Background: an optimization exercise with open tools, aiming at small area, a short achievable clock period and few clock cycles per item. Do not read the settings as production practice.
The RTL was checked by simulation tests, not by an equivalence proof against the original design.
Power figures rest on the tool's default switching activity, not on a simulated workload.

### config.mk
export PLATFORM = sky130hd
export DESIGN_NAME = clock_source_selector_unit
export DESIGN_NICKNAME = clock_source_selector_unit
export VERILOG_FILES = /design/flow/design.v
export SDC_FILE = /design/flow/constraint.sdc
export NUM_CORES = 4
export LEC_CHECK = 0
export CAP_MARGIN = 20
export CORE_MARGIN = 2
export CORE_UTILIZATION = 40
export SETUP_SLACK_MARGIN = 5
export SLEW_MARGIN = 20
### constraint.sdc
create_clock -name core_clock -period 9.0 [get_ports {clock}]
set_input_delay 1.8000 -clock core_clock [delete_from_list [all_inputs] [get_ports {clock}]]
set_output_delay 1.8000 -clock core_clock [all_outputs]
set_load 0.01 [all_outputs]
### run.sh
#!/bin/bash
# synth_recipe.tcl (not shown) runs the flow's synth.tcl, then flattens the netlist and writes it again
# the make line also repeats each setting of config.mk as NAME=value (left out here)
make -C /OpenROAD-flow-scripts/flow DESIGN_CONFIG=/design/flow/config.mk WORK_HOME=/design/flow/orfs CLKGATE_MAP_FILE= SYNTH_SCRIPT=/design/flow/synth_recipe.tcl finish
### design.v
`timescale 1ns / 1ps
package css_pkg;
   localparam int TIME_W    = 17;
   localparam int DATE_W    = 21;
   localparam int TOL_W     = 17;
   localparam int HOLD_W    = 32;
   localparam int TMO_W     = 16;
   localparam int STAMP_W   = 32;
   localparam int CSR_AW    = 4;
   localparam int CSR_DW    = 32;
   localparam logic [TOL_W-1:0]  TOL_RESET  = TOL_W'(1);
   localparam logic [HOLD_W-1:0] HOLD_RESET = HOLD_W'(43200);
   localparam logic [TMO_W-1:0]  TMO_RESET  = TMO_W'(1);
   localparam int F_RADIO = 0;
   localparam int F_RTC   = 1;
   localparam int F_INT   = 2;
   localparam int F_FINAL = 3;
   typedef enum logic [1:0] {
      SRC_NONE  = 2'd0,
      SRC_RADIO = 2'd1,
      SRC_RTC   = 2'd2,
      SRC_INT   = 2'd3
   } src_type;
   typedef enum logic [1:0] {
      CSR_TOLERANCE = 2'd0,
      CSR_HOLDOVER  = 2'd1,
      CSR_TIMEOUT   = 2'd2
   } csr_index_type;
   typedef struct packed {
      logic [TOL_W-1:0]  sync_tolerance_s;
      logic [HOLD_W-1:0] radio_holdover_s;
      logic [TMO_W-1:0]  source_timeout_s;
   } cfg_type;
   typedef struct packed {
      logic              radio_new;
      logic [TIME_W-1:0] radio_time;
      logic [DATE_W-1:0] radio_date;
      logic              rtc_new;
      logic [TIME_W-1:0] rtc_time;
      logic [DATE_W-1:0] rtc_date;
      logic              internal_new;
      logic [TIME_W-1:0] internal_time;
      logic [DATE_W-1:0] internal_date;
      logic              second_tick;
      logic              rtc_write_done;
      logic              internal_write_ok;
   } req_item_type;
   typedef struct packed {
      logic [TIME_W-1:0] final_time;
      logic [DATE_W-1:0] final_date;
      logic              final_synced;
      src_type           final_source;
      logic              rtc_write_req;
      logic              internal_write_req;
      logic              radio_synced;
      logic              rtc_synced;
      logic              internal_synced;
   } rsp_item_type;
endpackage
`timescale 1ns / 1ps
import css_pkg::*;
module css_core (
   input  logic                  clock,
   input  logic                  reset,
   input  logic                  step,
   input  css_pkg::req_item_type item,
   input  css_pkg::cfg_type      cfg,
   output css_pkg::rsp_item_type result
);
   localparam int RADIO_AGE_W = 20;
   logic [RADIO_AGE_W-1:0] radio_age_ff;
   logic [16:0]        rtc_age_ff;
   logic [15:0]        int_age_ff;
   logic [15:0]        fin_age_ff;
   logic [3:0]         flags_ff, flags_in;
   logic [TIME_W-1:0]  rtc_time_ff, rtc_time_in;
   logic [DATE_W-1:0]  rtc_date_ff, rtc_date_in;
   logic [TIME_W-1:0]  int_time_ff, int_time_in;
   logic [DATE_W-1:0]  int_date_ff, int_date_in;
   logic [TIME_W-1:0]  ch_time_ff, ch_time_in;
   logic [DATE_W-1:0]  ch_date_ff, ch_date_in;
   logic [TIME_W-1:0]  mid_time;
   logic [DATE_W-1:0]  mid_date;
   logic [1:0]         ch_src_ff, ch_src_in, mid_src;
   logic               rtc_req_ff, int_req_ff;
   logic               fin_set, rtc_pick, int_pick;
   logic               rtc_req, int_req;
   logic               r1;
   logic               fin_keep, int_keep;
   logic               int_seen_ff, ch_zero;
   logic               radio_exp, rtc_exp, int_exp, fin_exp;
   function automatic logic carry_out(input logic [TIME_W-1:0] p,
                                      input logic [TIME_W-1:0] q,
                                      input logic              cin);
      logic c;
      c = cin;
      for (int i = 0; i < TIME_W; i++) c = (p[i] & q[i]) | ((p[i] | q[i]) & c);
      carry_out = c;
   endfunction
   function automatic logic differs(input logic [TIME_W-1:0] at,
                                    input logic [DATE_W-1:0] ad,
                                    input logic [TIME_W-1:0] bt,
                                    input logic [DATE_W-1:0] bd,
                                    input logic [TOL_W-1:0]  tol);
      logic [TIME_W-1:0] s, ca, cb;
      logic a_gt, b_gt;
      s  = ~(at ^ bt ^ tol);
      ca = (bt & tol) | (bt & ~at) | (tol & ~at);
      cb = (at & tol) | (at & ~bt) | (tol & ~bt);
      a_gt = !(ca[TIME_W-1] | carry_out(s, {ca[TIME_W-2:0], 1'b1}, 1'b0));
      b_gt = !(cb[TIME_W-1] | carry_out(s, {cb[TIME_W-2:0], 1'b1}, 1'b0));
      differs = a_gt || b_gt || (ad != bd);
   endfunction
   function automatic logic at_least(input logic [TMO_W-1:0] a,
                                     input logic [TMO_W-1:0] b);
      logic c;
      c = 1'b1;
      for (int i = 0; i < TMO_W; i++) c = (a[i] & ~b[i]) | ((a[i] | ~b[i]) & c);
      at_least = c;
   endfunction
   assign radio_exp = (cfg.radio_holdover_s[HOLD_W-1:RADIO_AGE_W] == '0) &&
                      (radio_age_ff >= cfg.radio_holdover_s[RADIO_AGE_W-1:0]);
   assign rtc_exp   = rtc_age_ff[16] || at_least(rtc_age_ff[15:0], cfg.source_timeout_s);
   assign int_exp   = at_least(int_age_ff, cfg.source_timeout_s);
   assign fin_exp   = at_least(fin_age_ff, cfg.source_timeout_s);
   assign rtc_time_in = item.rtc_new ? item.rtc_time : rtc_time_ff;
   assign rtc_date_in = item.rtc_new ? item.rtc_date : rtc_date_ff;
   assign int_time_in = item.internal_new ? item.internal_time : int_time_ff;
   assign int_date_in = item.internal_new ? item.internal_date : int_date_ff;
   assign r1       = flags_ff[F_RTC] || item.rtc_write_done;
   assign rtc_pick = !item.radio_new && item.rtc_new && r1;
   assign fin_set  = item.radio_new || rtc_pick;
   assign rtc_req  = item.radio_new &&
                     differs(item.radio_time, item.radio_date, rtc_time_in, rtc_date_in,
                             cfg.sync_tolerance_s);
   always_comb begin
      if (item.radio_new) begin
         mid_time = item.radio_time;
         mid_date = item.radio_date;
         mid_src  = SRC_RADIO;
      end else if (rtc_pick) begin
         mid_time = item.rtc_time;
         mid_date = item.rtc_date;
         mid_src  = SRC_RTC;
      end else begin
         mid_time = ch_time_ff;
         mid_date = ch_date_ff;
         mid_src  = ch_src_ff;
      end
   end
   assign int_req = item.internal_new && (flags_ff[F_FINAL] || fin_set) && mid_src != SRC_INT &&
                    differs(item.internal_time, item.internal_date, mid_time, mid_date,
                            cfg.sync_tolerance_s);
   always_comb begin
      if (item.radio_new) begin
         flags_in[F_RADIO] = 1'b1;
         flags_in[F_RTC]   = r1 && !rtc_req;
      end else begin
         flags_in[F_RADIO] = flags_ff[F_RADIO] && !(item.second_tick && radio_exp);
         flags_in[F_RTC]   = r1 || (item.rtc_new && !flags_ff[F_RADIO]);
      end
      if (item.second_tick && !item.rtc_new && rtc_exp) flags_in[F_RTC] = 1'b0;
      fin_keep = fin_set || (flags_ff[F_FINAL] && !(item.second_tick && fin_exp));
      int_pick = item.second_tick && !fin_keep;
      int_keep = flags_ff[F_INT] &&
                 !(item.second_tick && !item.internal_new && int_exp);
      flags_in[F_INT]   = int_req ? item.internal_write_ok : int_keep;
      flags_in[F_FINAL] = int_pick ? flags_in[F_INT] : fin_keep;
   end
   assign ch_zero = int_pick && !item.internal_new && !int_seen_ff;
   always_comb begin
      if (int_pick) begin
         ch_time_in = int_time_in;
         ch_date_in = int_date_in;
         ch_src_in  = SRC_INT;
      end else begin
         ch_time_in = mid_time;
         ch_date_in = mid_date;
         ch_src_in  = mid_src;
      end
   end
   always_ff @(posedge clock) begin
      if (reset) begin
         rtc_age_ff   <= '0;
         flags_ff     <= '0;
         rtc_time_ff  <= '0;
         rtc_date_ff  <= '0;
         int_seen_ff  <= 1'b0;
         ch_time_ff   <= '0;
         ch_date_ff   <= '0;
         ch_src_ff    <= SRC_NONE;
      end else if (step) begin
         if (item.rtc_new)          rtc_age_ff <= '0;
         else if (item.second_tick && !rtc_age_ff[16]) rtc_age_ff <= rtc_age_ff + 1'b1;
         flags_ff     <= flags_in;
         rtc_time_ff  <= rtc_time_in;
         rtc_date_ff  <= rtc_date_in;
         if (item.internal_new) int_seen_ff <= 1'b1;
         if (ch_zero) begin
            ch_time_ff <= '0;
            ch_date_ff <= '0;
         end else begin
            ch_time_ff <= ch_time_in;
            ch_date_ff <= ch_date_in;
         end
         ch_src_ff    <= ch_src_in;
      end
   end
   always_ff @(posedge clock) begin
      if (step) begin
         if (item.radio_new)        radio_age_ff <= '0;
         else if (item.second_tick) radio_age_ff <= radio_age_ff + 1'b1;
         if (item.internal_new)     int_age_ff <= '0;
         else if (item.second_tick) int_age_ff <= int_age_ff + 1'b1;
         if (fin_set || int_pick)   fin_age_ff <= '0;
         else if (item.second_tick) fin_age_ff <= fin_age_ff + 1'b1;
         if (item.internal_new) begin
            int_time_ff <= item.internal_time;
            int_date_ff <= item.internal_date;
         end
         rtc_req_ff   <= rtc_req;
         int_req_ff   <= int_req;
      end
   end
   assign result.final_time         = ch_time_ff;
   assign result.final_date         = ch_date_ff;
   assign result.final_synced       = flags_ff[F_FINAL];
   assign result.final_source       = css_pkg::src_type'(ch_src_ff);
   assign result.rtc_write_req      = rtc_req_ff;
   assign result.internal_write_req = int_req_ff;
   assign result.radio_synced       = flags_ff[F_RADIO];
   assign result.rtc_synced         = flags_ff[F_RTC];
   assign result.internal_synced    = flags_ff[F_INT];
endmodule
`timescale 1ns / 1ps
import css_pkg::*;
module clock_source_selector_unit (
   input  logic                        clock,
   input  logic                        reset,
   input  logic                        req_valid,
   output logic                        req_stall,
   input  logic                        req_radio_new,
   input  logic [css_pkg::TIME_W-1:0]  req_radio_time,
   input  logic [css_pkg::DATE_W-1:0]  req_radio_date,
   input  logic                        req_rtc_new,
   input  logic [css_pkg::TIME_W-1:0]  req_rtc_time,
   input  logic [css_pkg::DATE_W-1:0]  req_rtc_date,
   input  logic                        req_internal_new,
   input  logic [css_pkg::TIME_W-1:0]  req_internal_time,
   input  logic [css_pkg::DATE_W-1:0]  req_internal_date,
   input  logic                        req_second_tick,
   input  logic                        req_rtc_write_done,
   input  logic                        req_internal_write_ok,
   output logic                        rsp_valid,
   input  logic                        rsp_stall,
   output logic [css_pkg::TIME_W-1:0]  rsp_final_time,
   output logic [css_pkg::DATE_W-1:0]  rsp_final_date,
   output logic                        rsp_final_synced,
   output logic [1:0]                  rsp_final_source,
   output logic                        rsp_rtc_write_req,
   output logic                        rsp_internal_write_req,
   output logic                        rsp_radio_synced,
   output logic                        rsp_rtc_synced,
   output logic                        rsp_internal_synced,
   input  logic                        csr_psel,
   input  logic                        csr_penable,
   input  logic                        csr_pwrite,
   input  logic [css_pkg::CSR_AW-1:0]  csr_paddr,
   input  logic [css_pkg::CSR_DW-1:0]  csr_pwdata,
   output logic [css_pkg::CSR_DW-1:0]  csr_prdata,
   output logic                        csr_pready
);
   css_pkg::cfg_type cfg_ff;
   css_pkg::cfg_type cfg_in;
   css_pkg::req_item_type item;
   css_pkg::rsp_item_type core_result;
   logic         out_valid_ff;
   logic         req_take;
   logic         csr_write;
   logic [1:0]   rd_sel_ff;
   assign csr_pready = 1'b1;
   assign csr_write  = csr_psel && csr_penable && csr_pwrite && csr_pready;
   always_comb begin
      cfg_in = cfg_ff;
      if (csr_write) begin
         case (csr_paddr[3:2])
            CSR_TOLERANCE: cfg_in.sync_tolerance_s = csr_pwdata[TOL_W-1:0];
            CSR_HOLDOVER:  cfg_in.radio_holdover_s = csr_pwdata[HOLD_W-1:0];
            CSR_TIMEOUT:   cfg_in.source_timeout_s = csr_pwdata[TMO_W-1:0];
            default:       cfg_in = cfg_ff;    
         endcase
      end
   end
   always_ff @(posedge clock) rd_sel_ff <= csr_paddr[3:2];
   always_comb begin
      case (rd_sel_ff)
         CSR_TOLERANCE: csr_prdata = CSR_DW'(cfg_ff.sync_tolerance_s);
         CSR_HOLDOVER:  csr_prdata = CSR_DW'(cfg_ff.radio_holdover_s);
         CSR_TIMEOUT:   csr_prdata = CSR_DW'(cfg_ff.source_timeout_s);
         default:       csr_prdata = '0;
      endcase
   end
   always_ff @(posedge clock) begin
      if (reset) begin
         cfg_ff.sync_tolerance_s <= TOL_RESET;
         cfg_ff.radio_holdover_s <= HOLD_RESET;
         cfg_ff.source_timeout_s <= TMO_RESET;
      end else begin
         cfg_ff <= cfg_in;
      end
   end
   assign req_stall = out_valid_ff && rsp_stall;
   assign req_take  = req_valid && !req_stall;
   always_ff @(posedge clock) begin
      if (reset) out_valid_ff <= 1'b0;
      else       out_valid_ff <= req_take || req_stall;
   end
   assign item.radio_new         = req_radio_new;
   assign item.radio_time        = req_radio_time;
   assign item.radio_date        = req_radio_date;
   assign item.rtc_new           = req_rtc_new;
   assign item.rtc_time          = req_rtc_time;
   assign item.rtc_date          = req_rtc_date;
   assign item.internal_new      = req_internal_new;
   assign item.internal_time     = req_internal_time;
   assign item.internal_date     = req_internal_date;
   assign item.second_tick       = req_second_tick;
   assign item.rtc_write_done    = req_rtc_write_done;
   assign item.internal_write_ok = req_internal_write_ok;
   css_core u_core (
      .clock  (clock),
      .reset  (reset),
      .step   (req_take),
      .item   (item),
      .cfg    (cfg_ff),
      .result (core_result)
   );
   assign rsp_valid              = out_valid_ff;
   assign rsp_final_time         = core_result.final_time;
   assign rsp_final_date         = core_result.final_date;
   assign rsp_final_synced       = core_result.final_synced;
   assign rsp_final_source       = core_result.final_source;
   assign rsp_rtc_write_req      = core_result.rtc_write_req;
   assign rsp_internal_write_req = core_result.internal_write_req;
   assign rsp_radio_synced       = core_result.radio_synced;
   assign rsp_rtc_synced         = core_result.rtc_synced;
   assign rsp_internal_synced    = core_result.internal_synced;
endmodule
==> flow_summary.yaml, run 1 <==
run_status:
  status: "timing/DRC/antenna clean"
drt:
  wl_met2_um: 26580
  wl_met3_um: 3575
  wl_per_cell_um: 20.56
  ant_nets: 0
  routed.top_layer: "met5"
  drcViolationCount: 0
  met1_length_um: 25530
  num_vias: 15530
  dr.pass1.iters: 6
  via_per_inst: 5.545
  drt_iter0_drc: 1236
  route.final.wire_length_um: 57580
finish:
  final_area_um2: 21890
  regArea_um2: 6142
  fin_nets: 2486
  syn2layout_area_growth_pct: 29.45
  post-route-util: 0.5230
  drive_gt1_frac: 0.1150
  fillers: 3885
  multiInputGateArea_um2: 10150
synthesis:
  syn_nets: 2225
  ys_seq_elements: 260
  synth.most_common_cell: "nand2_1"
  ys_seq_area_frac: 0.3622
  ys_warn_count: 2
  synth_edf_count: 92
  ys.flop_type: "dfxtp_1"
  synth_cell_types: 72
  async_reset_ff_frac: 0
  yosysTopAreaCell: "dfxtp_1"
  synth_top_area_share: 0.1989
  syn_area_um2: 16910
  postSynthCellCount: 1974
  synth_common_cells: "nand2_1, dfxtp_1, a21oi_1, nor2_1, inv_1"
  synthTopCellsByArea: "dfxtp_1, edfxtp_1, fa_1"
  avgSynthCellArea_um2: 8.567
critical_path:
  ff2ff_setup_slack_ns: 5.22
  crit_type: "in -> reg"
  crit_required_ns: 9.43
  critPathArrivalTime_ns: 5.05
  start_kind: "input port"
  crit_path_end_kind: "register"
  rr_startpoint: "u_core.flags_ff[1]"
  reg2regPathDepth: 16
  r2r-end: "u_core.flags_ff[3]"
  cp_max_fo: 4
global_routing:
  grt_max_degree: 84
  grt_use_total: 0.2561
  grt_pass1_wl_um: 87680
  grt_pass1_vias: 15270
  antenna_found_initial: 3
  grt_remaining_overflow: 0
sta:
  setup_tns_ns: 0
  fmax_ghz: 0.2164
  slew_viol_final: 0
  tightest_slew_ns: 0.9406
  hold_viol: 0
  max_slew_margin: 0.3729
  finalClockSkew_ns: 0.01259
  finalSetupViolations: 0
  fin_crit_sh: 0.5135
  rsz0062_at_grt: "true"
  final.min_clock_period_ns: 4.622
clock_tree:
  cts_made_buffers: 31
  holdBufCountCts: 0
  cts_tree: "done"
  clkTransAtPathRegs_ns: 0.06
  cts_max_level: 1
  ctsRootBufferMaster: "clkbuf_16"
  clock_sinks: 260
  worstSkewPairLatency_ns: 0.58
  clock_tree.buffer_depth: 3
floorplan:
  die_w_um: 209.6
  initial_core_util: 0.4041
  fp.dieH_um: 209.6
  die_area_um2: 43940
  io_pins: 244
  coreArea_um2: 41850
  rows: 75
pwr:
  power_density_nw_per_um2: 156.7
  combPwrFrac: 0.207
  internal_power_mw: 2.454
  clkPwrFrac: 0.402
  ir_drop_mv: 0.1458
  leakage_nw: 8.446
  switching_share: 0.2843
  switchingPower_mw: 0.9749
  p_seq_frac: 0.390
hold_path:
  min_to: "u_core.rtc_date_ff[16]"
  hp-class: "reg -> reg"
  hold_start: "u_core.rtc_date_ff[16]"
  min_path_cells: 2
placement:
  hpwl_um: 41180
  place.gp.congestion: 0.9096
  placed_area_um2: 19800
  portBuffers: 240
flow_run:
  cap_viol_max_count: 0
[registers in the layout (all words and copies together), names as in the netlist, 17 cells and up]
signal	count
u_core.ch_time_ff	17
u_core.int_date_ff	21
u_core.ch_date_ff	21
u_core.rtc_age_ff	17
u_core.radio_age_ff	20
cfg_ff	65
u_core.rtc_date_ff	21
u_core.int_time_ff	17
u_core.rtc_time_ff	17
[repair_timing]
| item | 4_1_cts | 5_1_grt |
|---|---|---|
| setup endpoints to repair | 79 | 99 |
| buffers inserted | 47 | 18 |
| pin swaps | 29 | 14 |
| resized for setup | 103 | 39 |
| gates cloned | 3 | 0 |
[worst max path at each step]
stage	slack, ns	depth (start not counted)	from	to
after floorplan	3.92	18	req_rtc_write_done	u_core.flags_ff[3]
after global placement	2.31	16	req_rtc_new	u_core.flags_ff[3]
after detailed placement	2.26	16	req_rtc_new	u_core.flags_ff[3]
after CTS	4.34	17	req_rtc_write_done	u_core.flags_ff[3]
after global routing	4.21	18	req_rtc_write_done	u_core.flags_ff[3]
final	4.38	14	req_rtc_time[4]	u_core.flags_ff[3]
[cell usage in the layout, fill, tap and decap left out, types with 19 or more instances in the layout]
master             n
dfxtp_1          157
mux2_2            40
nand2_1          317
xor2_1            51
nor2_1           150
clkbuf_16         34
buf_4             66
inv_1            140
and2_1            24
mux2i_1           92
xnor2_1           45
nand2b_1          19
o21ai_0           93
fa_1              60
nand3_1           35
ha_1              24
maj3_1            21
nor2b_1           20
edfxtp_1          92
a21oi_1          150
o21ai_1           35
nand4_1           24
a211oi_1          24
clkdlybuf4s50_1  209
[metrics by stage]
stage / hold slack, ns / total power, mW / std cells / setup slack, ns
floorplan: 0.4357 / 1.741 / 1974 / 3.916
global placement: 0.4414 / 1.990 / 2672 / 2.313
detailed placement: 0.4460 / 2.005 / 2673 / 2.264
CTS: 0.4542 / 3.428 / 2781 / 4.343
global route: 0.4688 / 3.559 / 2800 / 4.206
finish: 0.4526 / 3.429 / 2800 / 4.378
[critical path, cell delays in order]
cell	delay (ns)
clkdlybuf4s50_1	0.54
mux2i_1	0.10
o21ai_1	0.22
inv_1	0.11
fa_1	0.51
or2_2	0.32
maj3_1	0.37
a21oi_1	0.13
nor3_1	0.06
o21ai_0	0.15
o21ai_0	0.18
a31oi_4	0.25
mux2i_1	0.24
o22ai_1	0.08
[power groups by stage]
stage	clock (mW)	sequential [mW]	combinational [mW]
after floorplan	0	1.35	0.393
after global placement	0	1.36	0.630
after detailed placement	0	1.36	0.643
after CTS	1.40	1.34	0.690
after global routing	1.44	1.35	0.772
final	1.38	1.34	0.711
[kinds of logic (layout without fill, tap and decap cells)]
kind of cell / Yosys count / after routing / share of synthesized area
compound gates: 444 / 445 / 0.1593
xor+xnor: 96 / 96 / 0.04972
fa+ha+maj: 114 / 114 / 0.1089
buf+inv: 240 / 525 / 0.05482
flops: 260 / 260 / 0.3622
mux: 141 / 141 / 0.08642
other cells: 1 / 2 / 0.0002217
simple gates: 678 / 678 / 0.1784
[routing by layer]
layer,track usage,up-vias
met5,0,-
met4,0.07801,2
met3,0.04130,100
met2,0.4146,535
met1,0.3524,7544
li1,-,7346
[area by class of cell]
cell class,count,area share
Tap cell,539,0.03081
Antenna cell,1,0.0001143
Clock inverter,17,0.01000
Clock buffer,41,0.04098
Sequential cell,260,0.2806
Inverter,144,0.02475
Multi-Input combinational cell,1475,0.4637
Timing Repair Buffer,323,0.1491
Testbench counts, summed over its fixed seeds: cycles 12,008, items 12,000.
==> inputs of run 2 (changes only) <==
==> flow/run.sh (new file) <==
#!/bin/bash
# The standard layout, with plain buffers on the ports instead of the delay
# buffers buffer_ports picks by default. Each tool's output goes to its own log.
set -euo pipefail
export BUFFER_PORTS_ARGS="-buffer_cell sky130_fd_sc_hd__buf_1"
bash standard.sh > standard.log 2>&1
==> standard.sh (new file) <==
#!/bin/bash
# synth_recipe.tcl (not shown) runs the flow's synth.tcl, then flattens the netlist and writes it again
# the make line also repeats each setting of config.mk as NAME=value (left out here)
make -C /OpenROAD-flow-scripts/flow DESIGN_CONFIG=/design/flow/config.mk WORK_HOME=/design/flow/orfs CLKGATE_MAP_FILE= SYNTH_SCRIPT=/design/flow/synth_recipe.tcl "${@:-finish}"
--- a/config.mk
+++ b/config.mk
@@ -8,5 +8,6 @@
 export CAP_MARGIN = 20
 export CORE_MARGIN = 2
 export CORE_UTILIZATION = 40
+export CTS_BUF_LIST = sky130_fd_sc_hd__clkbuf_4 sky130_fd_sc_hd__clkbuf_8
 export SETUP_SLACK_MARGIN = 5
 export SLEW_MARGIN = 20
removed: run.sh
==> run 2 against run 1 <==
  * Wire length is 1.9% lower
  * First-iteration DRC count increased by 14%
  * Combinational power down 12%
  * Still clean on timing, DRC and antenna
  * Global-route usage is 0.39 points lower
  * Synthesized cell count unchanged
  * Clock skew increased by 0.013 ns
  * Flip-flop and latch count stayed put
  * Core utilization is 4.7 points lower
  * Critical endpoint is now u_core.flags_ff[2]
  * Critical path type unchanged
  * Non-clock buffer count is 38 lower
  * Clock power down 12%
  * Register-to-register slack got worse by 0.13 ns
==> flow_summary.yaml, run 2 <==
sta:
  final.min_clock_period_ns: 4.751
  fmax_ghz: 0.2105
  finalClockSkew_ns: 0.02519
  rsz0062_at_grt: "true"
  hold_viol: 0
  setup_tns_ns: 0
  fin_crit_sh: 0.5279
  max_slew_margin: 0.2705
  slew_viol_final: 0
  finalSetupViolations: 0
  fin_ws_ns: 4.249
  whs_ns: 0.4537
  tightest_slew_ns: 1.092
critical_path:
  critPathArrivalTime_ns: 5.33
  crit_type: "in -> reg"
  cp_max_fo: 6
  slowest_stage: "fa_2"
  start_kind: "input port"
  cp_cell_sequence: "buf_8 -> o21a_4 -> buf_16 -> mux2i_1 -> o21ai_1 -> inv_1 -> fa_2 -> o21a_1 -> nor2_1 -> o21ai_2 -> nand4_1 -> nor2_2 -> nand4_1 -> nor4_2 -> a31oi_2 -> or4_1 -> nand2_1"
  crit_family: "simple AND/OR/NAND/NOR gates"
  path_common_cell: "nand4_1"
  crit_required_ns: 9.58
  crit_path_end_kind: "register"
  max_stage_delay_ns: 0.64
  critical_path_buf_inv_count: 3
placement:
  dp_slack_ns: 2.779
  portBuffers: 240
  placed_area_um2: 18340
  place_inst: 2676
  place.gp.congestion: 0.9070
  hpwl_um: 40200
flow_run:
  cap_viol_max_count: 0
floorplan:
  io_pins: 244
  die_w_um: 209.6
  die_area_um2: 43940
  rows: 75
  initial_core_util: 0.4041
  fp.dieH_um: 209.6
  coreArea_um2: 41850
drt:
  ant_nets: 0
  wl_per_cell_um: 20.23
  via_per_inst: 5.583
  dr.pass1.iters: 7
  route.final.wire_length_um: 56490
  drt_iter0_drc: 1412
  drcViolationCount: 0
  num_vias: 15590
clock_tree:
  cts_made_buffers: 49
  worstSkewPairLatency_ns: 0.64
  holdBufCountCts: 0
  clock_sinks: 260
  cts_max_level: 2
  clkTransAtPathRegs_ns: 0.07
  cts_tree: "done"
  clock_tree.buffer_depth: 3
  ctsRootBufferMaster: "clkbuf_8"
pwr:
  leakage_nw: 7.419
  power_density_nw_per_um2: 159.9
  ir_drop_mv: 0.1035
synthesis:
  synth_top_family_by_area: "simple AND/OR/NAND/NOR gates"
  post_synth_xor_area_fraction: 0.04972
  syn_nets: 2225
  synth.most_common_cell: "nand2_1"
  synth.area.mux_share: 0.08642
  avgSynthCellArea_um2: 8.567
  yosysTopAreaCell: "dfxtp_1"
  synth_top_area_share: 0.1989
  synth_compound_area_frac: 0.1593
  synth_edf_count: 92
  synth-simple-area-share: 0.1784
  synthAdderAreaFrac: 0.1089
  postSynthCellCount: 1974
  syn_area_um2: 16910
  synth_common_cells: "nand2_1, dfxtp_1, a21oi_1, nor2_1, inv_1"
  async_reset_ff_frac: 0
  ys.flop_type: "dfxtp_1"
  synthTopCellsByArea: "dfxtp_1, edfxtp_1, fa_1"
  synth_cell_types: 72
  ys_seq_area_frac: 0.3622
  ys_seq_elements: 260
  ys_warn_count: 2
run_status:
  status: "timing/DRC/antenna clean"
hold_path:
  hp-class: "reg -> reg"
finish:
  fin_nets: 2465
  fillers: 4085
  mostFrequentLayoutCells: "nand2_1, buf_1, dfxtp_1"
  layout_commonest_cell: "nand2_1"
  drive_gt1_frac: 0.1022
  largest_reg_flops: 65
  finalNonFillerCells: 2792
  final_area_um2: 19930
  syn2layout_area_growth_pct: 17.87
  max_flop_register: "cfg_ff"
global_routing:
  grt_remaining_overflow: 0
  grt_pass1_wl_um: 85970
  grt_max_degree: 79
  antenna_found_initial: 4
  grt_use_total: 0.2522
  grt_pass1_vias: 14940
-- run 2: worst reg2reg max path, delay by kind of cell, from the launching register on --
family	cells	cell delay, ns
DFF	1	0.48
adders and majority gates	1	0.64
buffers and inverters	2	0.27
muxes	1	0.08
and+or+nand+nor	7	1.42
AOI/OAI and AO/OA	5	0.97
-- run 2: per-stage QoR --
step	utilization	total power, mW
2_1_floorplan	-	1.741
4_1_cts	0.4735	3.196
6_report	0.4763	3.187
3_5_place_dp	0.4383	1.934
3_3_place_gp	0.4376	1.919
5_1_grt	0.4762	3.323
-- run 2: worst paths after layout --
path              slack (ns)  depth (start not counted)                endpoint              startpoint
setup reg to reg        5.09                         16      u_core.flags_ff[2]      u_core.flags_ff[1]
hold / removal          0.45                          2  u_core.rtc_date_ff[17]  u_core.rtc_date_ff[17]
hold reg to reg         0.45                          2  u_core.rtc_date_ff[17]  u_core.rtc_date_ff[17]
setup / recovery        4.25                         17      u_core.flags_ff[2]      req_rtc_write_done
-- run 2: metal layers --
layer,share of wire,vias up,track usage,routed length [um]
li1,-,7309,-,-
met1,0.44,7557,0.3458,24720
met2,0.46,608,0.4012,25860
met3,0.071,109,0.04055,4025
met4,0.033,4,0.09513,1859
met5,0.00048,-,0,27
-- run 2: what timing repair did --
item | 4_1_cts | 5_1_grt
cloned | 4 | 0
pin swaps | 24 | 16
endpoints found under the setup margin | 76 | 14
buffers inserted | 16 | 6
gates resized for setup | 50 | 15
-- run 2: logic make-up (layout without fill, tap and decap cells) --
kind of cell | after synthesis | count (layout)
DFF | 260 | 260
and+or+nand+nor | 678 | 678
adders and majority gates | 114 | 114
other | 1 | 3
AOI/OAI and AO/OA | 444 | 444
muxes | 141 | 141
buffers and inverters | 240 | 517
xor gates and xnor gates | 96 | 96
-- run 2: report_power, final --
group / total [mW] / internal, mW / leakage [nW] / switching, mW
Sequential: 1.34 / 1.28 / 2.27 / 0.0529
Clock: 1.22 / 0.667 / 0.545 / 0.555
Combinational: 0.628 / 0.253 / 4.61 / 0.375
Total: 3.19 / 2.20 / 7.42 / 0.983
-- run 2: layout make-up --
class | instances | area (um2) | area share
Tap cell | 539 | 674.4 | 0.03383
Timing Repair Buffer | 285 | 1505 | 0.07551
Clock buffer | 77 | 947.2 | 0.04752
Clock inverter | 11 | 57.56 | 0.002887
Multi-Input combinational cell | 1474 | 10070 | 0.5054
Inverter | 144 | 541.8 | 0.02718
Sequential cell | 260 | 6127 | 0.3074
Antenna cell | 2 | 5.005 | 0.0002511
==> inputs of run 3 (changes only) <==
--- a/config.mk
+++ b/config.mk
@@ -5,9 +5,9 @@
 export SDC_FILE = /design/flow/constraint.sdc
 export NUM_CORES = 4
 export LEC_CHECK = 0
+export ABC_AREA = 1
 export CAP_MARGIN = 20
 export CORE_MARGIN = 2
 export CORE_UTILIZATION = 40
-export CTS_BUF_LIST = sky130_fd_sc_hd__clkbuf_4 sky130_fd_sc_hd__clkbuf_8
 export SETUP_SLACK_MARGIN = 5
 export SLEW_MARGIN = 20
==> run 3 against run 2 <==
  * Core utilization up 0.45 points
  * Area after synthesis is 2.9% lower
  * Power is 4.7% higher
  * Via count is 3.0% higher
  * Critical path depth is 19 higher
  * Still clean on timing, DRC and antenna
  * Maximum frequency grew 6.1%
  * Largest power group unchanged
==> flow_summary.yaml, run 3 <==
critical_path:
  crit_family: "simple AND/OR/NAND/NOR gates"
  critPathArrivalTime_ns: 4.99
  crit_path_end_kind: "register"
  path_common_cell: "nand2_1"
  slowest_stage: "fa_1"
  cp_max_fo: 6
  start_kind: "input port"
  crit_required_ns: 9.51
  critical_path_buf_inv_count: 5
  crit_type: "in -> reg"
  max_stage_delay_ns: 0.49
placement:
  hpwl_um: 39790
  place.gp.congestion: 0.8799
  portBuffers: 240
finish:
  regArea_um2: 6126
  layout_commonest_cell: "nand2_1"
  multiInputGateArea_um2: 9024
  largest_reg_flops: 65
  post-route-util: 0.4808
  fillers: 4036
  fin_nets: 2679
  max_flop_register: "cfg_ff"
  mostFrequentLayoutCells: "nand2_1, inv_1, buf_1"
  syn2layout_area_growth_pct: 18.97
  drive_gt1_frac: 0.09295
sta:
  setup_tns_ns: 0
  finalClockSkew_ns: 0.02522
  max_slew_margin: 0.2766
  finalSetupViolations: 0
  hold_viol: 0
  whs_ns: 0.4544
  fin_crit_sh: 0.4975
  rsz0062_at_grt: "true"
  final.min_clock_period_ns: 4.477
  slew_viol_final: 0
  fmax_ghz: 0.2234
  tightest_slew_ns: 1.082
drt:
  drt_iter0_drc: 1262
  wl_per_cell_um: 18.91
  via_per_inst: 5.378
  route.final.wire_length_um: 56470
  num_vias: 16060
  ant_nets: 0
  drcViolationCount: 0
  dr.pass1.iters: 5
synthesis:
  postSynthCellCount: 2202
  synth_common_cells: "nand2_1, inv_1, o21ai_0, a21oi_1"
  synth.area.mux_share: 0.0006094
  ys_seq_elements: 260
  post_synth_xor_area_fraction: 0.02559
  syn_area_um2: 16430
  avgSynthCellArea_um2: 7.459
  ys_warn_count: 2
  syn_nets: 2453
  synth-simple-area-share: 0.2303
  synth_top_area_share: 0.2048
  synth_compound_area_frac: 0.1789
  synth_top_family_by_area: "simple AND/OR/NAND/NOR gates"
  ys.flop_type: "dfxtp_1"
  synth_edf_count: 92
  synthAdderAreaFrac: 0.09628
  async_reset_ff_frac: 0
  synth.most_common_cell: "nand2_1"
  ys_seq_area_frac: 0.3729
  synth_cell_types: 53
  yosysTopAreaCell: "dfxtp_1"
  synthTopCellsByArea: "dfxtp_1, edfxtp_1, nand2_1"
floorplan:
  initial_core_util: 0.4041
  rows: 74
  die_w_um: 206.6
  fp.dieH_um: 206.6
  io_pins: 244
  die_area_um2: 42700
  coreArea_um2: 40650
global_routing:
  grt_remaining_overflow: 0
  grt_pass1_vias: 15020
  grt_max_degree: 69
  grt_use_total: 0.2567
  antenna_found_initial: 0
  grt_pass1_wl_um: 84410
clock_tree:
  worstSkewPairLatency_ns: 0.60
  cts_tree: "done"
  ctsRootBufferMaster: "clkbuf_16"
  clock_sinks: 260
  cts_made_buffers: 31
  clock_tree.buffer_depth: 3
  clkTransAtPathRegs_ns: 0.06
  holdBufCountCts: 0
  cts_max_level: 1
hold_path:
  hp-class: "reg -> reg"
pwr:
  power_density_nw_per_um2: 170.7
  power_mw: 3.337
  leakage_nw: 8.139
  ir_drop_mv: 0.1441
flow_run:
  cap_viol_max_count: 0
run_status:
  status: "timing/DRC/antenna clean"
==> run 3: changes by cell type in the layout (fill, tap and decap cells not counted), sizes merged, moves of 26 or more <==
cell / delta
a21oi: +26
clkbuf: -30
inv: +172
maj3: -26
mux2: -40
mux2i: -100
nand2: +158
nand3: +62
o21ai: +79
or2: +31
xnor2: -36
==> run 3: final timing paths <==
path                                            start               endpoint  slack [ns]  depth (start not counted)
worst max-delay path               req_rtc_write_done     u_core.flags_ff[3]        4.52                         36
worst min register to register  u_core.rtc_date_ff[2]  u_core.rtc_date_ff[2]        0.45                          2
worst min-delay path            u_core.rtc_date_ff[2]  u_core.rtc_date_ff[2]        0.45                          2
worst max register to register     u_core.flags_ff[1]     u_core.flags_ff[3]        5.40                         34
==> run 3: cell families after synthesis <==
logic type,count (synthesis)
other,1
AOI/OAI and AO/OA,516
adders and majority gates,88
and+or+nand+nor,878
DFF,260
buffers and inverters,410
xor gates and xnor gates,48
muxes,1
==> run 3: area by class of cell <==
class,instances,area share
antenna,1,0.0001280
clock buffer,47,0.04962
clock inverter,11,0.005506
inverter,313,0.06306
multi-input combinational,1533,0.4617
sequential,260,0.3135
tap,532,0.03406
timing repair buffer,286,0.07107
timing repair inverter,3,0.001345
==> run 3: per-stage QoR <==
| stage | instance area (um2) | instances | setup WS (ns) |
|---|---|---|---|
| after floorplan | 16540 | 2202 | 4.258 |
| after global placement | 17810 | 2894 | 3.066 |
| after detailed placement | 17810 | 2894 | 3.039 |
| after CTS | 19290 | 2977 | 4.615 |
| after global routing | 19540 | 2985 | 4.279 |
| final | 19540 | 2986 | 4.523 |
==> run 3: worst min-delay path, cell delays in order (launching register included) <==
cell and delay, ns:
dfxtp_1 0.30, inv_1 0.06, a21oi_1 0.05
==> run 3: per-layer routing <==
layer | part of all wire | wire length [um] | track usage
met1 | 0.44 | 25050 | 0.3548
met2 | 0.46 | 25800 | 0.4190
met3 | 0.075 | 4213 | 0.03878
met4 | 0.025 | 1402 | 0.06862
met5 | 0 | 0 | 0
==> run 3: timing repair <==
item | CTS | global route
pin swaps | 18 | 19
buffers inserted | 20 | 7
gates resized for setup | 53 | 44
cloned | 5 | 0
endpoints found under the setup margin | 55 | 11
==> run 3: power by group <==
part           switching (mW)  total (mW)  internal (mW)
clock                   0.536        1.33          0.797
combinational           0.425       0.656          0.231
sequential             0.0534        1.35           1.29
total                    1.01        3.34           2.32
==> inputs of run 4 (changes only) <==
--- a/config.mk
+++ b/config.mk
@@ -5,9 +5,9 @@
 export SDC_FILE = /design/flow/constraint.sdc
 export NUM_CORES = 4
 export LEC_CHECK = 0
-export ABC_AREA = 1
 export CAP_MARGIN = 20
 export CORE_MARGIN = 2
 export CORE_UTILIZATION = 40
 export SETUP_SLACK_MARGIN = 5
 export SLEW_MARGIN = 20
+export TNS_END_PERCENT = 5
==> run 4 against run 3 <==
  * Still clean
  * Sequential share of layout area is 0.61 points lower
  * Register-to-register slack worse by 0.41 ns
  * Worst hold slack better by 0.00079 ns
  * Power fell by 3.8%
  * Flip-flop and latch count unchanged
  * Non-clock buffer count grew 10
  * Setup slack worse by 0.23 ns
  * Global-route usage shrank 0.86 points
  * Clock skew fell by 0.0079 ns
  * Critical path type unchanged
  * Critical endpoint unchanged
  * Largest cell class unchanged
==> flow_summary.yaml, run 4 <==
run_status:
  status: "timing/DRC/antenna clean"
synthesis:
  postSynthCellCount: 1974
  synth_common_cells: "nand2_1, dfxtp_1, a21oi_1, nor2_1, inv_1"
  syn_nets: 2225
  synth_edf_count: 92
  avgSynthCellArea_um2: 8.567
  async_reset_ff_frac: 0
  yosysTopAreaCell: "dfxtp_1"
  ys_seq_elements: 260
  synth.most_common_cell: "nand2_1"
  synth_cell_types: 72
  synthTopCellsByArea: "dfxtp_1, edfxtp_1, fa_1"
  syn_area_um2: 16910
  ys_warn_count: 2
  synth_top_area_share: 0.1989
  ys_seq_area_frac: 0.3622
  ys.flop_type: "dfxtp_1"
critical_path:
  cp_cell_sequence: "buf_8 -> buf_12 -> o21a_4 -> buf_6 -> buf_6 -> mux2i_2 -> o21ai_2 -> inv_1 -> fa_2 -> a22oi_1 -> nand4_1 -> a21oi_2 -> o2111a_1 -> o21a_1 -> and4_4 -> nor4_4 -> a31oi_4 -> mux2i_1 -> o22ai_1"
  path_common_cell: "buf_6"
  slowest_stage: "fa_2"
  start_kind: "input port"
  crit_type: "in -> reg"
  critical_path_buf_inv_count: 5
  crit_required_ns: 9.45
  critPathArrivalTime_ns: 5.16
  crit_path_end_kind: "register"
  max_stage_delay_ns: 0.47
  cp_max_fo: 7
  crit_family: "compound AO/OA/AOI/OAI gates"
finish:
  largest_reg_flops: 65
  layout_commonest_cell: "nand2_1"
  drive_gt1_frac: 0.09449
  fin_nets: 2459
  mostFrequentLayoutCells: "nand2_1, buf_1, dfxtp_1"
  final_area_um2: 19930
  max_flop_register: "cfg_ff"
  syn2layout_area_growth_pct: 17.85
sta:
  finalClockSkew_ns: 0.01730
  max_slew_margin: 0.3895
  final.min_clock_period_ns: 4.707
  tightest_slew_ns: 0.9157
  fin_crit_sh: 0.5230
  finalSetupViolations: 0
  hold_viol: 0
  fmax_ghz: 0.2124
  whs_ns: 0.4552
  setup_tns_ns: 0
  rsz0062_at_grt: "true"
  slew_viol_final: 0
global_routing:
  grt_use_total: 0.2481
  grt_remaining_overflow: 0
  grt_pass1_wl_um: 85010
  grt_pass1_vias: 14780
  grt_max_degree: 70
  antenna_found_initial: 12
pwr:
  power_density_nw_per_um2: 161.0
  ir_drop_mv: 0.1334
  leakage_nw: 7.341
clock_tree:
  worstSkewPairLatency_ns: 0.60
  clock_sinks: 260
  cts_made_buffers: 31
  clock_tree.buffer_depth: 3
  cts_tree: "done"
  cts_max_level: 1
  ctsRootBufferMaster: "clkbuf_16"
  clkTransAtPathRegs_ns: 0.06
flow_run:
  cap_viol_max_count: 0
drt:
  dr.pass1.iters: 6
  wl_per_cell_um: 20.15
  num_vias: 15500
  ant_nets: 0
  drcViolationCount: 0
  route.final.wire_length_um: 55980
  drt_iter0_drc: 1175
  via_per_inst: 5.579
floorplan:
  io_pins: 244
  coreArea_um2: 41850
  rows: 75
  fp.dieH_um: 209.6
  initial_core_util: 0.4041
  die_area_um2: 43940
  die_w_um: 209.6
hold_path:
  hp-class: "reg -> reg"
placement:
  hpwl_um: 40390
  place.gp.congestion: 0.9200
  portBuffers: 240
  placed_area_um2: 18350
[run 4: cell types whose count changed after synthesis, moves of 22 or more]
cell,before,now
a21oi_1,180,154
and2_1,0,24
inv_1,302,142
maj3_1,0,26
mux2_2,0,40
mux2i_1,1,101
nand2_1,478,322
nand3_1,95,35
nor2b_1,0,22
o21ai_0,206,116
or2_2,38,7
xnor2_1,9,45
[run 4: metrics by stage]
| stage | instances | util | power [mW] | setup WS, ns |
|---|---|---|---|---|
| finish | 2778 | 0.4762 | 3.209 | 4.293 |
| CTS | 2760 | 0.4697 | 3.199 | 4.229 |
| floorplan | 1974 | - | 1.740 | 3.916 |
| global route | 2776 | 0.4761 | 3.339 | 4.183 |
| global placement | 2677 | 0.4379 | 1.917 | 2.462 |
| detailed placement | 2678 | 0.4385 | 1.935 | 2.358 |
[run 4: area by class of cell]
| class | instances | area (um2) |
|---|---|---|
| Clock inverter | 9 | 61.31 |
| Inverter | 144 | 541.8 |
| Timing Repair Buffer | 296 | 1435 |
| Multi-Input combinational cell | 1475 | 10140 |
| Clock buffer | 49 | 934.6 |
| Fill cell | 4123 | 21920 |
| Tap cell | 539 | 674.4 |
| Antenna cell | 6 | 15.01 |
| Sequential cell | 260 | 6126 |
[run 4: per-layer routing]
metal	part of all wire	global-route usage	vias to the layer above
li1	-	-	7310
met1	0.43	0.3297	7484
met2	0.46	0.4025	566
met3	0.077	0.05297	127
met4	0.034	0.08266	12
met5	0.0015	0	-
[run 4: cells by family (layout without fill, tap and decap cells)]
| kind of cell | Yosys count | in the layout | share of synthesized area |
|---|---|---|---|
| xor+xnor | 96 | 96 | 0.04972 |
| buf+inv | 240 | 498 | 0.05482 |
| mux | 141 | 141 | 0.08642 |
| fa+ha+maj | 114 | 114 | 0.1089 |
| compound gates | 444 | 445 | 0.1593 |
| other cells | 1 | 7 | 0.0002217 |
| flops | 260 | 260 | 0.3622 |
| simple gates | 678 | 678 | 0.1784 |
[run 4: timing repair]
action,in CTS,in global routing
buffers inserted,22,12
setup endpoints to repair,67,92
pin swaps,21,18
gates resized for setup,32,37
hold buffers,0,0
cloned,2,0
[run 4: worst min-delay path, cell delays in order (launching register included)]
cell     delay (ns)
dfxtp_1        0.31
nand2_1        0.05
a21oi_1        0.05
[run 4: final timing paths]
kind / cells after the start / to / from / slack (ns)
worst max-delay path: 19 / u_core.flags_ff[3] / req_rtc_new / 4.29
worst min-delay path: 2 / u_core.rtc_date_ff[20] / u_core.rtc_date_ff[20] / 0.46
worst max register to register: 17 / u_core.flags_ff[3] / u_core.flags_ff[1] / 4.99
worst min register to register: 2 / u_core.rtc_date_ff[20] / u_core.rtc_date_ff[20] / 0.46
[run 4: report_power, final]
part | total, mW | switching (mW) | internal, mW | leakage, nW
logic | 0.631 | 0.376 | 0.255 | 4.58
registers | 1.34 | 0.0537 | 1.28 | 2.27
clock network | 1.24 | 0.530 | 0.711 | 0.491
total | 3.21 | 0.960 | 2.25 | 7.34
==> inputs of run 5 (changes only) <==
--- a/config.mk
+++ b/config.mk
@@ -5,6 +5,7 @@
 export SDC_FILE = /design/flow/constraint.sdc
 export NUM_CORES = 4
 export LEC_CHECK = 0
+export ABC_AREA = 1
 export CAP_MARGIN = 20
 export CORE_MARGIN = 2
 export CORE_UTILIZATION = 40
==> run 5 against run 4 <==
  * Cell count up 7.4%
  * Count of clock-buffer cells in the layout is 5 lower
  * Non-clock buffer count is 13 lower
  * Synthesized cell count is 12% higher
  * Area after synthesis decreased by 2.9%
  * Critical endpoint unchanged
  * Setup slack improved by 0.24 ns
  * Flip-flop and latch count stayed put
  * Clock power up 11%
  * Highest routed layer unchanged
  * Still clean
  * Final area is 2.7% lower
==> flow_summary.yaml, run 5 <==
clock_tree:
  cts_max_level: 1
  clock_sinks: 260
  cts_tree: "done"
  clkTransAtPathRegs_ns: 0.06
  worstSkewPairLatency_ns: 0.60
  clock_tree.buffer_depth: 3
  cts_made_buffers: 31
  ctsRootBufferMaster: "clkbuf_16"
finish:
  regArea_um2: 6126
  fillers: 4037
  syn2layout_area_growth_pct: 18.10
  layout_commonest_cell: "nand2_1"
  drive_gt1_frac: 0.08245
  final_area_um2: 19400
  multiInputGateArea_um2: 8890
  mostFrequentLayoutCells: "nand2_1, inv_1, buf_1"
  max_flop_register: "cfg_ff"
  largest_reg_flops: 65
  fin_nets: 2676
synthesis:
  synthAdderAreaFrac: 0.09628
  synth.area.mux_share: 0.0006094
  ys.flop_type: "dfxtp_1"
  avgSynthCellArea_um2: 7.459
  synth_edf_count: 92
  synth_common_cells: "nand2_1, inv_1, o21ai_0, a21oi_1"
  ys_seq_elements: 260
  syn_nets: 2453
  synth_compound_area_frac: 0.1789
  postSynthCellCount: 2202
  synth.most_common_cell: "nand2_1"
  synthTopCellsByArea: "dfxtp_1, edfxtp_1, nand2_1"
  ys_seq_area_frac: 0.3729
  yosysTopAreaCell: "dfxtp_1"
  synth_cell_types: 53
  async_reset_ff_frac: 0
  synth_top_area_share: 0.2048
  ys_warn_count: 2
  syn_area_um2: 16430
  synth_top_family_by_area: "simple AND/OR/NAND/NOR gates"
  synth-simple-area-share: 0.2303
  post_synth_xor_area_fraction: 0.02559
floorplan:
  rows: 74
  fp.dieH_um: 206.6
  io_pins: 244
  die_area_um2: 42700
  die_w_um: 206.6
  initial_core_util: 0.4041
  coreArea_um2: 40650
drt:
  drcViolationCount: 0
  drt_iter0_drc: 1372
  via_per_inst: 5.391
  route.final.wire_length_um: 56390
  num_vias: 16090
  wl_per_cell_um: 18.90
  dr.pass1.iters: 5
  ant_nets: 0
run_status:
  status: "timing/DRC/antenna clean"
global_routing:
  grt_max_degree: 71
  grt_use_total: 0.2610
  antenna_found_initial: 2
  grt_remaining_overflow: 0
  grt_pass1_wl_um: 85990
  grt_pass1_vias: 15480
sta:
  tightest_slew_ns: 1.005
  fin_crit_sh: 0.4958
  rsz0062_at_grt: "true"
  finalSetupViolations: 0
  hold_viol: 0
  slew_viol_final: 0
  fmax_ghz: 0.2241
  max_slew_margin: 0.3285
  setup_tns_ns: 0
  finalClockSkew_ns: 0.03128
  final.min_clock_period_ns: 4.462
critical_path:
  crit_path_end_kind: "register"
  crit_type: "in -> reg"
  slowest_stage: "fa_1"
  max_stage_delay_ns: 0.49
  reg2regPathDepth: 25
  critPathArrivalTime_ns: 4.98
  start_kind: "input port"
  cp_max_fo: 7
  path_common_cell: "nand2_1"
  crit_required_ns: 9.52
placement:
  portBuffers: 240
  hpwl_um: 39870
  place.gp.congestion: 0.8980
  placed_area_um2: 17770
flow_run:
  cap_viol_max_count: 0
pwr:
  ir_drop_mv: 0.1381
  leakage_nw: 8.102
  power_density_nw_per_um2: 173.6
hold_path:
  hp-class: "reg -> reg"
  min_path_cells: 2
[run 5: critical path, delay by kind of cell]
kind	cells	cell delay, ns
AO/OA/AOI/OAI	3	0.33
buffers and inverters	6	0.50
AND/OR/NAND/NOR	26	1.86
adder cells (fa/ha/maj)	1	0.49
[run 5: metal layers]
metal / share of wire / wire length [um] / vias up / track usage
li1: - / - / 7722 / -
met1: 0.43 / 24460 / 7658 / 0.3523
met2: 0.46 / 25670 / 607 / 0.4197
met3: 0.081 / 4592 / 97 / 0.05369
met4: 0.029 / 1658 / 2 / 0.08214
met5: 0.00018 / 10 / - / 0
[run 5: cell type report]
| cell class | count | area share |
|---|---|---|
| repair buffers | 283 | 0.06934 |
| well taps | 532 | 0.03431 |
| diodes | 2 | 0.0002580 |
| clock inverters | 14 | 0.009223 |
| flip-flops and latches | 260 | 0.3158 |
| inverters | 313 | 0.06314 |
| multi-input cells | 1533 | 0.4583 |
| clock buffers | 44 | 0.04831 |
| repair inverters | 3 | 0.001354 |
[run 5: through the flow]
stage | power [mW] | setup WS [ns] | util | hold slack [ns] | cells
3_3_place_gp | 1.957 | 2.857 | 0.4373 | 0.4361 | 2894
5_1_grt | 3.508 | 4.268 | 0.4772 | 0.4859 | 2983
3_5_place_dp | 1.968 | 2.794 | 0.4373 | 0.4462 | 2894
2_1_floorplan | 1.768 | 4.255 | - | 0.4245 | 2202
6_report | 3.368 | 4.538 | 0.4773 | 0.4541 | 2984
4_1_cts | 3.372 | 4.609 | 0.4760 | 0.4573 | 2977
[run 5: report_power, final]
group          total, mW  switching (mW)  internal [mW]  leakage (nW)
Combinational      0.642           0.417          0.225          5.27
Sequential          1.35          0.0521           1.29          2.27
Clock               1.38           0.543          0.837         0.559
Total               3.37            1.01           2.36          8.10
[run 5: cell families after synthesis]
family	after synthesis
AOI/OAI and AO/OA	516
xor gates and xnor gates	48
DFF	260
adders and majority gates	88
other	1
buffers and inverters	410
muxes	1
and+or+nand+nor	878
[run 5: timing repair]
action | in CTS | in global routing
hold buffers | 0 | 0
endpoints found under the setup margin | 102 | 41
resized for setup | 71 | 2
pin swaps | 14 | 3
buffers inserted | 20 | 5
gates cloned | 5 | 0
[run 5: worst paths after layout]
check	from	end	slack, ns
worst max-delay path	req_rtc_new	u_core.flags_ff[3]	4.54
worst min-delay path	u_core.rtc_date_ff[13]	u_core.rtc_date_ff[13]	0.45
worst max register to register	u_core.fin_age_ff[1]	u_core.ch_date_ff[1]	4.94
worst min register to register	u_core.rtc_date_ff[13]	u_core.rtc_date_ff[13]	0.45
==> inputs of run 6 (changes only) <==
--- a/config.mk
+++ b/config.mk
@@ -5,10 +5,8 @@
 export SDC_FILE = /design/flow/constraint.sdc
 export NUM_CORES = 4
 export LEC_CHECK = 0
-export ABC_AREA = 1
 export CAP_MARGIN = 20
 export CORE_MARGIN = 2
 export CORE_UTILIZATION = 40
 export SETUP_SLACK_MARGIN = 5
 export SLEW_MARGIN = 20
-export TNS_END_PERCENT = 5
==> run 6 against run 5 <==
  * Area after synthesis up 3.0%
  * Count of clock-buffer cells in the layout stayed put
  * Clock power shrank 6%
  * First-iteration DRC count shrank 2.1%
  * Sequential power hardly changed
  * Synthesized cell count fell by 10%
  * Largest power group is now registers
==> flow_summary.yaml, run 6 <==
floorplan:
  initial_core_util: 0.4041
  coreArea_um2: 41850
  die_area_um2: 43940
  die_w_um: 209.6
  rows: 75
  fp.dieH_um: 209.6
  io_pins: 244
pwr:
  leakage_nw: 7.415
  switchingPower_mw: 0.9705
  combPwrFrac: 0.193
  ir_drop_mv: 0.1237
  power_density_nw_per_um2: 163.0
  switching_share: 0.2977
  p_seq_frac: 0.410
  clkPwrFrac: 0.397
  internal_power_mw: 2.290
sta:
  fin_ws_ns: 4.193
  finalClockSkew_ns: 0.01071
  finalSetupViolations: 0
  whs_ns: 0.4534
  fmax_ghz: 0.2080
  hold_viol: 0
  max_slew_margin: 0.2813
  final.min_clock_period_ns: 4.807
  slew_viol_final: 0
  tightest_slew_ns: 1.075
  setup_tns_ns: 0
  fin_crit_sh: 0.5341
  rsz0062_at_grt: "true"
drt:
  num_vias: 15470
  via_per_inst: 5.584
  route.final.wire_length_um: 56140
  dr.pass1.iters: 5
  ant_nets: 0
  drt_iter0_drc: 1343
  drcViolationCount: 0
  wl_per_cell_um: 20.27
global_routing:
  grt_use_total: 0.2484
  grt_pass1_vias: 14790
  grt_pass1_wl_um: 85040
  antenna_found_initial: 5
  grt_max_degree: 79
  grt_remaining_overflow: 0
synthesis:
  ys_seq_elements: 260
  yosysTopAreaCell: "dfxtp_1"
  synth_top_area_share: 0.1989
  postSynthCellCount: 1974
  syn_nets: 2225
  async_reset_ff_frac: 0
  ys_seq_area_frac: 0.3622
  synth_edf_count: 92
  synth_common_cells: "nand2_1, dfxtp_1, a21oi_1, nor2_1, inv_1"
  syn_area_um2: 16910
  synth_cell_types: 72
  ys_warn_count: 2
  ys.flop_type: "dfxtp_1"
  synth.most_common_cell: "nand2_1"
  synthTopCellsByArea: "dfxtp_1, edfxtp_1, fa_1"
  avgSynthCellArea_um2: 8.567
placement:
  place.gp.congestion: 0.9070
  dp_slack_ns: 2.779
  portBuffers: 240
  place_inst: 2676
  hpwl_um: 40200
critical_path:
  max_stage_delay_ns: 0.64
  crit_required_ns: 9.53
  crit_type: "in -> reg"
  critPathArrivalTime_ns: 5.33
  start_kind: "input port"
  cp_max_fo: 8
  cp_cell_sequence: "buf_8 -> o21a_4 -> buf_16 -> mux2i_1 -> o21ai_2 -> inv_1 -> fa_2 -> o21a_1 -> nor2_1 -> o21ai_2 -> nand4_1 -> nor2_2 -> nand4_1 -> nor4_2 -> a31oi_2 -> buf_4 -> or4_4 -> nand2_1"
  crit_path_end_kind: "register"
  slowest_stage: "fa_2"
clock_tree:
  clkTransAtPathRegs_ns: 0.06
  worstSkewPairLatency_ns: 0.59
  ctsRootBufferMaster: "clkbuf_16"
  cts_max_level: 1
  cts_made_buffers: 31
  clock_sinks: 260
  clock_tree.buffer_depth: 3
  cts_tree: "done"
finish:
  largest_reg_flops: 65
  max_flop_register: "cfg_ff"
  post-route-util: 0.4780
  fillers: 4035
  layout_commonest_cell: "nand2_1"
  syn2layout_area_growth_pct: 18.30
  drive_gt1_frac: 0.09385
  finalNonFillerCells: 2770
  mostFrequentLayoutCells: "nand2_1, buf_1, dfxtp_1"
  fin_nets: 2453
run_status:
  status: "timing/DRC/antenna clean"
hold_path:
  hp-class: "reg -> reg"
flow_run:
  cap_viol_max_count: 0
==> run 6: cell types whose count changed in the layout (fill, tap and decap cells not counted), sizes merged, moves of 22 or more <==
cell	delta
o21ai	-79
xnor2	+36
mux2i	+100
inv	-173
nor2b	+22
or2	-31
mux2	+40
nand2	-158
nand3	-62
maj3	+26
a21oi	-26
and2	+24
==> run 6: final timing paths <==
kind                            end  slack (ns)                   start  cells after the start
max reg2reg      u_core.flags_ff[2]        5.07      u_core.flags_ff[1]                     17
min          u_core.rtc_date_ff[17]        0.45  u_core.rtc_date_ff[17]                      2
min reg2reg  u_core.rtc_date_ff[17]        0.45  u_core.rtc_date_ff[17]                      2
max              u_core.flags_ff[2]        4.19      req_rtc_write_done                     18
==> run 6: critical path, delay by kind of cell <==
kind	cells	cell delay, ns
AOI/OAI and AO/OA	5	0.87
adders and majority gates	1	0.64
buffers and inverters	4	0.54
muxes	1	0.15
and+or+nand+nor	7	1.32
==> run 6: cells by family (layout without fill, tap and decap cells) <==
| logic type | after synthesis | in the layout | share of synthesized area |
|---|---|---|---|
| buffers and inverters | 240 | 493 | 0.05482 |
| AO/OA/AOI/OAI | 444 | 444 | 0.1593 |
| adder cells (fa/ha/maj) | 114 | 114 | 0.1089 |
| flip-flops | 260 | 260 | 0.3622 |
| AND/OR/NAND/NOR | 678 | 678 | 0.1784 |
| XOR/XNOR | 96 | 96 | 0.04972 |
| other | 1 | 5 | 0.0002217 |
| multiplexers | 141 | 141 | 0.08642 |
==> run 6: per-layer routing <==
metal / vias up / wire (um) / global-route usage
met5: - / 26 / 0
met4: 4 / 2087 / 0.08877
met3: 115 / 4450 / 0.04564
met2: 614 / 25370 / 0.3927
met1: 7437 / 24200 / 0.3409
li1: 7299 / - / -
==> run 6: layout make-up <==
type | instances | area [um2] | share of cell area
Clock inverter | 14 | 126.4 | 0.006317
Clock buffer | 44 | 904.6 | 0.04522
Timing Repair Buffer | 291 | 1534 | 0.07668
Sequential cell | 260 | 6127 | 0.3063
Multi-Input combinational cell | 1474 | 10090 | 0.5042
Antenna cell | 4 | 10.01 | 0.0005003
Inverter | 144 | 541.8 | 0.02708
Tap cell | 539 | 674.4 | 0.03371
==> run 6: what timing repair did <==
item | CTS | global route
hold buffers | 0 | 0
endpoints found under the hold margin | 0 | 0
setup endpoints to repair | 76 | 24
cloned | 3 | 1
pin swaps | 21 | 22
resized for setup | 46 | 25
setup buffers | 15 | 13
==> run 6: power by group through the flow <==
stage | sequential, mW | combinational, mW | clock, mW
after floorplan | 1.35 | 0.393 | 0
after global placement | 1.36 | 0.563 | 0
after detailed placement | 1.36 | 0.575 | 0
after CTS | 1.33 | 0.609 | 1.31
after global routing | 1.34 | 0.690 | 1.36
final | 1.34 | 0.629 | 1.30
==> run 6: stage by stage <==
step | total power, mW | cell area [um2]
after floorplan | 1.741 | 17060
after global placement | 1.919 | 18320
after detailed placement | 1.934 | 18340
after CTS | 3.254 | 19800
after global routing | 3.392 | 20000
final | 3.260 | 20010
==> inputs of run 7 (changes only) <==
--- a/config.mk
+++ b/config.mk
@@ -5,8 +5,9 @@
 export SDC_FILE = /design/flow/constraint.sdc
 export NUM_CORES = 4
 export LEC_CHECK = 0
+export ABC_AREA = 1
 export CAP_MARGIN = 20
 export CORE_MARGIN = 2
-export CORE_UTILIZATION = 40
+export CORE_UTILIZATION = 60
 export SETUP_SLACK_MARGIN = 5
 export SLEW_MARGIN = 20
==> run 7 against run 6 <==
  * Via count rose by 5.9%
  * Final area fell by 2.9%
  * Non-clock buffer count rose by 11
  * Clock power fell by 7%
  * Sequential power barely moved
  * Highest routed layer is now met4
  * First-iteration DRC count rose by 10%
  * Clock skew rose by 0.014 ns
==> flow_summary.yaml, run 7 <==
critical_path:
  cp_cell_sequence: "clkbuf_16 -> buf_12 -> nor2_4 -> nand2_8 -> nand2_8 -> clkinv_8 -> buf_4 -> buf_12 -> a221oi_1 -> xor2_1 -> nand4_1 -> nor4_1 -> nand4_1 -> a21oi_1 -> nand2_2 -> nand2_2 -> nand2_2 -> nand2_2 -> nand2_1 -> a21oi_1"
  slowest_stage: "a221oi_1"
  reg2regPathDepth: 25
  critPathArrivalTime_ns: 5.09
  crit_required_ns: 9.50
  ff2ff_setup_slack_ns: 5.38
  crit_family: "simple AND/OR/NAND/NOR gates"
  critical_path_buf_inv_count: 5
  start_kind: "input port"
  cp_max_fo: 32
  crit_type: "in -> reg"
  rr_startpoint: "u_core.fin_age_ff[1]"
  path_common_cell: "nand2_2"
  crit_path_end_kind: "register"
  r2r-end: "u_core.fin_age_ff[9]"
  max_stage_delay_ns: 0.63
pwr:
  power_density_nw_per_um2: 165.5
  leakage_nw: 8.253
  ir_drop_mv: 0.2031
floorplan:
  coreArea_um2: 26950
  rows: 60
  io_pins: 244
  die_w_um: 169.5
  die_area_um2: 28720
  fp.dieH_um: 169.5
  initial_core_util: 0.6095
synthesis:
  synth_cell_types: 53
  synth.most_common_cell: "nand2_1"
  ys_seq_area_frac: 0.3729
  ys.flop_type: "dfxtp_1"
  synthTopCellsByArea: "dfxtp_1, edfxtp_1, nand2_1"
  postSynthCellCount: 2202
  synth_top_area_share: 0.2048
  yosysTopAreaCell: "dfxtp_1"
  syn_nets: 2453
  ys_warn_count: 2
  avgSynthCellArea_um2: 7.459
  synth_edf_count: 92
  async_reset_ff_frac: 0
  ys_seq_elements: 260
  syn_area_um2: 16430
  synth_common_cells: "nand2_1, inv_1, o21ai_0, a21oi_1"
clock_tree:
  clock_tree.buffer_depth: 3
  cts_tree: "done"
  holdBufCountCts: 0
  worstSkewPairLatency_ns: 0.57
  clkTransAtPathRegs_ns: 0.07
  cts_made_buffers: 29
  clock_sinks: 260
  ctsRootBufferMaster: "clkbuf_16"
  cts_max_level: 1
global_routing:
  grt_pass1_wl_um: 80960
  grt_max_degree: 100
  antenna_found_initial: 1
  grt_use_total: 0.3594
  grt_pass1_vias: 15140
  grt_remaining_overflow: 0
placement:
  portBuffers: 240
  placed_area_um2: 17560
  hpwl_um: 35720
  place.gp.congestion: 0.9883
drt:
  ant_nets: 0
  route.final.wire_length_um: 53340
  drcViolationCount: 0
  wl_per_cell_um: 18.99
  drt_iter0_drc: 1480
  via_per_inst: 5.833
  num_vias: 16380
  dr.pass1.iters: 7
finish:
  final_area_um2: 19420
  fin_nets: 2693
  max_flop_register: "cfg_ff"
  drive_gt1_frac: 0.09290
  layout_commonest_cell: "nand2_1"
  mostFrequentLayoutCells: "nand2_1, inv_1, buf_1"
  fillers: 2259
  syn2layout_area_growth_pct: 18.24
  largest_reg_flops: 65
sta:
  tightest_slew_ns: 0.9891
  fin_crit_sh: 0.5101
  fmax_ghz: 0.2178
  final.min_clock_period_ns: 4.591
  setup_tns_ns: 0
  hold_viol: 0
  whs_ns: 0.4563
  finalClockSkew_ns: 0.02490
  max_slew_margin: 0.3406
  slew_viol_final: 0
  rsz0062_at_grt: "true"
  finalSetupViolations: 0
hold_path:
  min_path_cells: 2
  min_to: "u_core.int_seen_ff"
  hp-class: "reg -> reg"
  hold_start: "u_core.int_seen_ff"
run_status:
  status: "timing/DRC/antenna clean"
flow_run:
  cap_viol_max_count: 0
[run 7: kinds of logic after synthesis]
logic type      synth area share
xor+xnor                 0.02559
buf+inv                  0.09514
compound gates            0.1789
other cells            0.0002283
flops                     0.3729
fa+ha+maj                0.09628
simple gates              0.2303
mux                    0.0006094
[run 7: per-layer routing]
metal  vias up  track usage  share of wire
met2       941       0.5587           0.44
li1       7730            -              -
met5         -            0              0
met4         0       0.1583          0.043
met3       144      0.06017           0.11
met1      7563       0.4971           0.41
[run 7: worst max-delay path by stage]
stage	start	to	slack, ns	cells after the start
detailed placement	req_rtc_new	u_core.flags_ff[3]	3.15	36
CTS	req_radio_new	u_core.flags_ff[3]	4.58	36
global route	req_rtc_write_done	u_core.flags_ff[3]	4.22	36
finish	req_radio_new	u_core.flags_ff[3]	4.41	20
global placement	req_rtc_new	u_core.flags_ff[2]	3.18	36
floorplan	req_radio_new	u_core.flags_ff[2]	4.26	38
[run 7: metrics by stage]
stage / power (mW) / utilization / std cells / worst slack, ns
after floorplan: 1.772 / - / 2202 / 4.258
after global placement: 1.941 / 0.6514 / 2702 / 3.185
after detailed placement: 1.956 / 0.6514 / 2702 / 3.151
after CTS: 3.188 / 0.7086 / 2783 / 4.582
after global routing: 3.340 / 0.7206 / 2807 / 4.217
final: 3.214 / 0.7207 / 2808 / 4.409
[run 7: final cells by class]
type	instances	area, um2	area share
multi-input cells	1532	8962	0.4614
clock buffers	48	940.9	0.04844
well taps	341	426.7	0.02197
inverters	313	1240	0.06384
clock inverters	6	37.54	0.001933
repair buffers	302	1649	0.08491
repair inverters	4	35.03	0.001804
flip-flops and latches	260	6126	0.3154
diodes	2	5.005	0.0002577
[run 7: worst register-to-register path, stage by stage (launching register included)]
cell and delay (ns):
edfxtp_1 0.43, o22ai_1 0.18, nand2_1 0.08, nand2_1 0.06, o221ai_1 0.10, o21ai_1 0.12
a21oi_1 0.06, o221ai_1 0.16, o211ai_1 0.11, nand2_1 0.07, nand2_1 0.05, nand2_1 0.08
nand2_1 0.05, nand2_1 0.05, nand2_1 0.04, nand2_1 0.09, nand2_1 0.07, nand2_1 0.05
nand2_1 0.07, nand2_1 0.07, nand2_1 0.05, buf_4 0.31, nand2_1 0.16, buf_6 0.36
nand2_2 0.34, nor3b_1 0.26
[run 7: where the power goes]
part	switching [mW]	total [mW]	internal, mW
logic	0.419	0.661	0.242
clock network	0.495	1.21	0.711
registers	0.0535	1.35	1.29
total	0.967	3.21	2.25
[run 7: repair_timing]
action | 4_1_cts | 5_1_grt
buffers inserted | 19 | 21
cloned | 8 | 2
resized for setup | 61 | 34
endpoints found under the setup margin | 42 | 15
pin swaps | 29 | 37

## afterwards: timing with drivers on the ports
In the flow no input, the clock included, has a driving cell. The finished layouts below were timed again as built, in two steps.
Step 1 assumes that a clkbuf_16 drives the clock port and a buf_2 every other input.
Step 2 moves the port delays by t, midway between the first and last clock arrival at a register: inputs arrive t later, outputs are due t later. That takes back most of the time a late clock gives input paths.
a / b / c = no drivers / after step 1 / after step 2; a / b = the first two.
| run | t (ns) | slack for setup (ns) | worst setup path after step 2 | slew at the worst register clock pin (ns) | worst slew at a driven data input, ns |
|---|---|---|---|---|---|
| run 1 | 0.631 | 4.378 / 4.367 / 3.737 | input to register | 0.07 / 0.07 | 0.14 |
| run 2 | 0.674 | 4.249 / 4.225 / 3.551 | input to register | 0.07 / 0.07 | 0.10 |
| run 3 | 0.641 | 4.523 / 4.525 / 3.884 | input to register | 0.06 / 0.06 | 0.07 |
| run 4 | 0.644 | 4.293 / 4.297 / 3.653 | input to register | 0.07 / 0.07 | 0.10 |
| run 5 | 0.641 | 4.538 / 4.544 / 3.903 | input to register | 0.07 / 0.07 | 0.09 |
| run 6 | 0.639 | 4.193 / 4.176 / 3.538 | input to register | 0.06 / 0.06 | 0.10 |
| run 7 | 0.611 | 4.409 / 4.406 / 3.795 | input to register | 0.07 / 0.07 | 0.10 |
After both steps every run listed still meets setup and hold. The setup slack of run 2, which loses most, moves by -0.024 ns with the drivers and by -0.698 ns with both steps.
